Source: an optimization exercise on an open RTL-to-GDS flow (aim: small area, a short achievable clock period and few clock cycles). Production flows keep margins and buffers that such runs may drop. Only simulation tests tie the RTL to the original design; equivalence was not proved. No activity file was given, so power comes from the tool's default toggle rates.

==> flow/design.v (excerpt) <==
module multicycle_datapath #(
    parameter int DATA_W  = 32,
    parameter int NREG    = 16,
    parameter int IADDR_W = 10,
    parameter int DADDR_W = 10
) (
    input  logic               clk,
    input  logic               rst,
    output logic               imem_req,
    output logic [IADDR_W-1:0] imem_addr,
    input  logic               imem_ack,
    input  logic [31:0]        imem_rdata,
    output logic               dmem_req,
    output logic               dmem_we,
    output logic [DADDR_W-1:0] dmem_addr,
    output logic [DATA_W-1:0]  dmem_wdata,
    input  logic               dmem_ack,
    input  logic [DATA_W-1:0]  dmem_rdata,
    output logic [31:0]        pc,
    output logic               halted,
    output logic               err
);
    localparam int RI_W = $clog2(NREG);
    localparam logic [RI_W-1:0] RA = 4'd15;    
    logic [31:0]       fpc;                  
    logic              rstQ, stopF;         
    logic              irV, irCall;
    logic              irSpec, resolveOk;    
    logic [31:0]       ir;                   
  ...
For scale: ~160 I/O pins, ~40000 sq um of cells after synthesis.
Settings: LEC_CHECK=0, CAP_MARGIN=20, CORE_MARGIN=2, CORE_UTILIZATION=50, SLEW_MARGIN=20; clock period 10.0 ns.
standard.sh (not shown) runs the stock make flow with config.mk's settings and CLKGATE_MAP_FILE= SYNTH_SCRIPT=/design/flow/synth_recipe.tcl, a recipe that flattens the netlist after the stock synthesis.
==> flow/flow/run.sh <==
#!/bin/bash
# Layout: the standard ORFS flow, with changes only to how the layout is optimised:
set -euo pipefail
cd "$(dirname "$0")/.."
bash standard.sh \
  "SETUP_SLACK_MARGIN=9" \
  "TNS_END_PERCENT=0" \
  "BUFFER_PORTS_ARGS=-buffer_cell sky130_fd_sc_hd__buf_2" \
  finish > flow.log 2>&1
The starting point ran to the end with no violations.
Testbench counts at the start, summed over its fixed seeds: cycles 17,542.
Change:
--- a/flow/design.v
+++ b/flow/design.v
@@ -14,17 +14,16 @@
         isLegal = op <= 5'd20 && !(op >= 5'd2 && op <= 5'd4);
     endfunction
 endpackage
 module dp_alu #(
     parameter int DATA_W = 32
 ) (
     input  logic [DATA_W-1:0] A,
     input  logic [DATA_W-1:0] B,
-    input  logic [$clog2(DATA_W)-1:0] Sh,   
     input  logic              fSub,    
     input  logic              fArith,  
     input  logic              fAnd,
     input  logic              fOr,
     input  logic              fNot,
     input  logic              fMov,
     input  logic              fLsl,
     input  logic              fShr,    
@@ -33,17 +32,17 @@
     output logic              E,       
     output logic              GT       
 );
     localparam int SH_W = $clog2(DATA_W);
     logic [SH_W-1:0]   sh;
     logic [DATA_W-1:0] sum, shIn, shOut, shRev;
     logic [DATA_W:0]   sumx;
     logic              fillBit, ovf;
-    assign sh = Sh;
+    assign sh = B[SH_W-1:0];
     assign sumx = {A, 1'b1} + {B ^ {DATA_W{fSub}}, fSub};
     assign sum = sumx[DATA_W:1];
     assign ovf = (A[DATA_W-1] != B[DATA_W-1]) && (sum[DATA_W-1] != A[DATA_W-1]);
     assign E = sum == '0;
     assign GT = !E && (sum[DATA_W-1] == ovf);
     always_comb
         for (int i = 0; i < DATA_W; i++) begin
             shIn[i] = fLsl ? A[DATA_W-1-i] : A[i];
@@ -80,61 +79,60 @@
     input  logic [DATA_W-1:0]  dmem_rdata,
     output logic [31:0]        pc,
     output logic               halted,
     output logic               err
 );
     localparam int RI_W = $clog2(NREG);
     localparam logic [RI_W-1:0] RA = 4'd15;    
     logic [31:0]       fpc;                  
-    logic              rstQ, stopF;         
+    logic              rstQ, stopF;
     logic              irV, irCall;
     logic              irSpec, resolveOk;    
     logic [31:0]       ir;                   
     logic [RI_W-1:0]   irRb;                 
     logic              xV, xWe, xLd, xSt, xCmp, xSub, xArith, xAnd, xOr, xNot, xMov, xLsl, xShr, xAsr;
     logic [RI_W-1:0]   xRd;
     logic [DATA_W-1:0] xA, xB;               
-    logic [4:0]        xSh;                  
     logic [DADDR_W-1:0] xAddr;             
     logic              flagE, flagGt;
     logic [NREG-1:0][DATA_W-1:0] regs;
     logic [DATA_W-1:0] aluRes, xRes;
     logic              stallX, xE, xGt;
     dp_alu #(.DATA_W(DATA_W)) uAlu (
-        .A(xA), .B(xB), .Sh(xSh), .fSub(xSub), .fArith(xArith), .fAnd(xAnd), .fOr(xOr), .fNot(xNot),
+        .A(xA), .B(xB), .fSub(xSub), .fArith(xArith), .fAnd(xAnd), .fOr(xOr), .fNot(xNot),
         .fMov(xMov), .fLsl(xLsl), .fShr(xShr), .fAsr(xAsr), .result(aluRes), .E(xE), .GT(xGt)
     );
     assign xRes = xLd ? dmem_rdata : aluRes;
     assign stallX = xV && (xLd || xSt) && !dmem_ack;
     assign dmem_req = xV && (xLd || xSt);
     assign dmem_we = xSt;
     assign dmem_addr = xAddr;
     assign dmem_wdata = xB;
     logic [DATA_W-1:0] wData;
     logic [NREG-1:0]   wEn;
-    assign wData = rstQ ? '0 : xRes;
+    assign wData = rst ? '0 : xRes;
     always_comb
-        for (int i = 0; i < NREG; i++) wEn[i] = rstQ || (xV && xWe && xRd == RI_W'(i));
+        for (int i = 0; i < NREG; i++) wEn[i] = rst || (xV && xWe && xRd == RI_W'(i));
     always_ff @(posedge clk)
         for (int i = 0; i < NREG; i++)
             if (wEn[i]) regs[i] <= wData;
     always_ff @(posedge clk)
         if (rst) begin
             flagE <= 1'b0;
             flagGt <= 1'b0;
         end else if (xV && xCmp) begin
             flagE <= xE;
             flagGt <= xGt;
         end
     logic [4:0]        dOp;
     logic [RI_W-1:0]   dRd, dRs1, dRbIdx;
     logic              dI, dSt, dLd, dCmp, dWe, dAdv, dHaz, dGo;
     logic [DADDR_W+1:0] dAddr;
-    logic [DATA_W-1:0] rA, rB, opA, opBr, immx, dB;
+    logic [DATA_W-1:0] rA, rB, opA, opBr, immx;
     logic [15:0]       imm16;
     logic              fill;
     assign dOp = ir[cpu_pkg::OP_LO +: 5];
     assign dI = ir[cpu_pkg::I_BIT];
     assign dRd = irCall ? RA : ir[cpu_pkg::RD_LO +: RI_W];
     assign dRs1 = ir[cpu_pkg::RS1_LO +: RI_W];
     assign dSt = !irCall && dOp == cpu_pkg::OP_ST;
     assign dLd = !irCall && dOp == cpu_pkg::OP_LD;
@@ -159,24 +157,20 @@
     assign immx = ir[17:16] == 2'b11 ? DATA_W'({imm16, 16'h0000}) : {{(DATA_W-16){fill}}, imm16};
     assign dAddr = rA[DADDR_W+1:0] + (dI ? immx[DADDR_W+1:0] : rB[DADDR_W+1:0]);
     assign dHaz = (dLd || dSt) && xV && xWe && (xRd == dRs1 || (!dI && xRd == dRbIdx));
     assign dAdv = !stallX;
     assign dGo = dAdv && !dHaz && !(irSpec && !resolveOk);
     always_ff @(posedge clk)
         if (rst) xV <= 1'b0;
         else if (dAdv) xV <= irV && !dHaz && !(irSpec && !resolveOk);
-    assign dB = irCall ? ir : dI && !dSt ? immx : opBr;
-    always_ff @(posedge clk) begin
-        xA <= opA;
-        xSh <= dB[4:0];
-    end
     always_ff @(posedge clk)
         if (dAdv) begin
-            xB <= dB;
+            xA <= opA;
+            xB <= irCall ? ir : dI && !dSt ? immx : opBr;
             xAddr <= dAddr[DADDR_W+1:2];
             xRd <= dRd;
             xWe <= dWe;
             xLd <= dLd;
             xSt <= dSt;
             xCmp <= dCmp;
             xSub <= !irCall && (dOp == cpu_pkg::OP_SUB || dOp == cpu_pkg::OP_CMP);
             xArith <= !irCall && (dOp == cpu_pkg::OP_ADD || dOp == cpu_pkg::OP_SUB);
After rerunning: Worst hold slack gets worse by 0.020 ns. Via count is lower by 3.4%. Worst setup slack gets worse by 0.097 ns. First-iteration DRC count is lower by 9.9%. Synthesized area is higher by 0.76%. Wire length is lower by 6.6%. Total power is lower by 3.3%. Design area is lower by 2.1%. Clock-buffer cell count is higher by 6. Die area is higher by 0.75%. Synthesized cell count is lower by 1.3%. Combinational power is lower by 9.7%. Global-route usage is lower by 3.1 points.
Testbench counts after the change, summed over its fixed seeds: cycles 17,542.

-- static timing again, ports no longer ideal --
Ports are ideal in the flow. The routed layouts listed here were re-timed in OpenROAD.
Step 1: set_driving_cell puts a clkbuf_16 on clk and a buf_2 on each other input, an assumption about the parent block.
Step 2, shift: input delay + t, output delay - t, t = (earliest + latest rising clock arrival at the registers) / 2. This alone moves slack from input paths to output paths.
Slacks: no drivers / after step 1 / after step 2; pairs: no drivers / after step 1.
run | t (ns) | slack for setup (ns) | worst setup path at the end | pins driven straight from the clock port
the first run | 0.703 | 5.942 / 5.942 / 5.528 | input to register | 1
the second run | 0.728 | 5.845 / 5.845 / 5.204 | input to register | 1
After both steps every run listed still meets setup and hold. For the second run, which loses most, drivers alone change the setup slack by 0.000 ns; drivers and shift together by -0.641 ns.
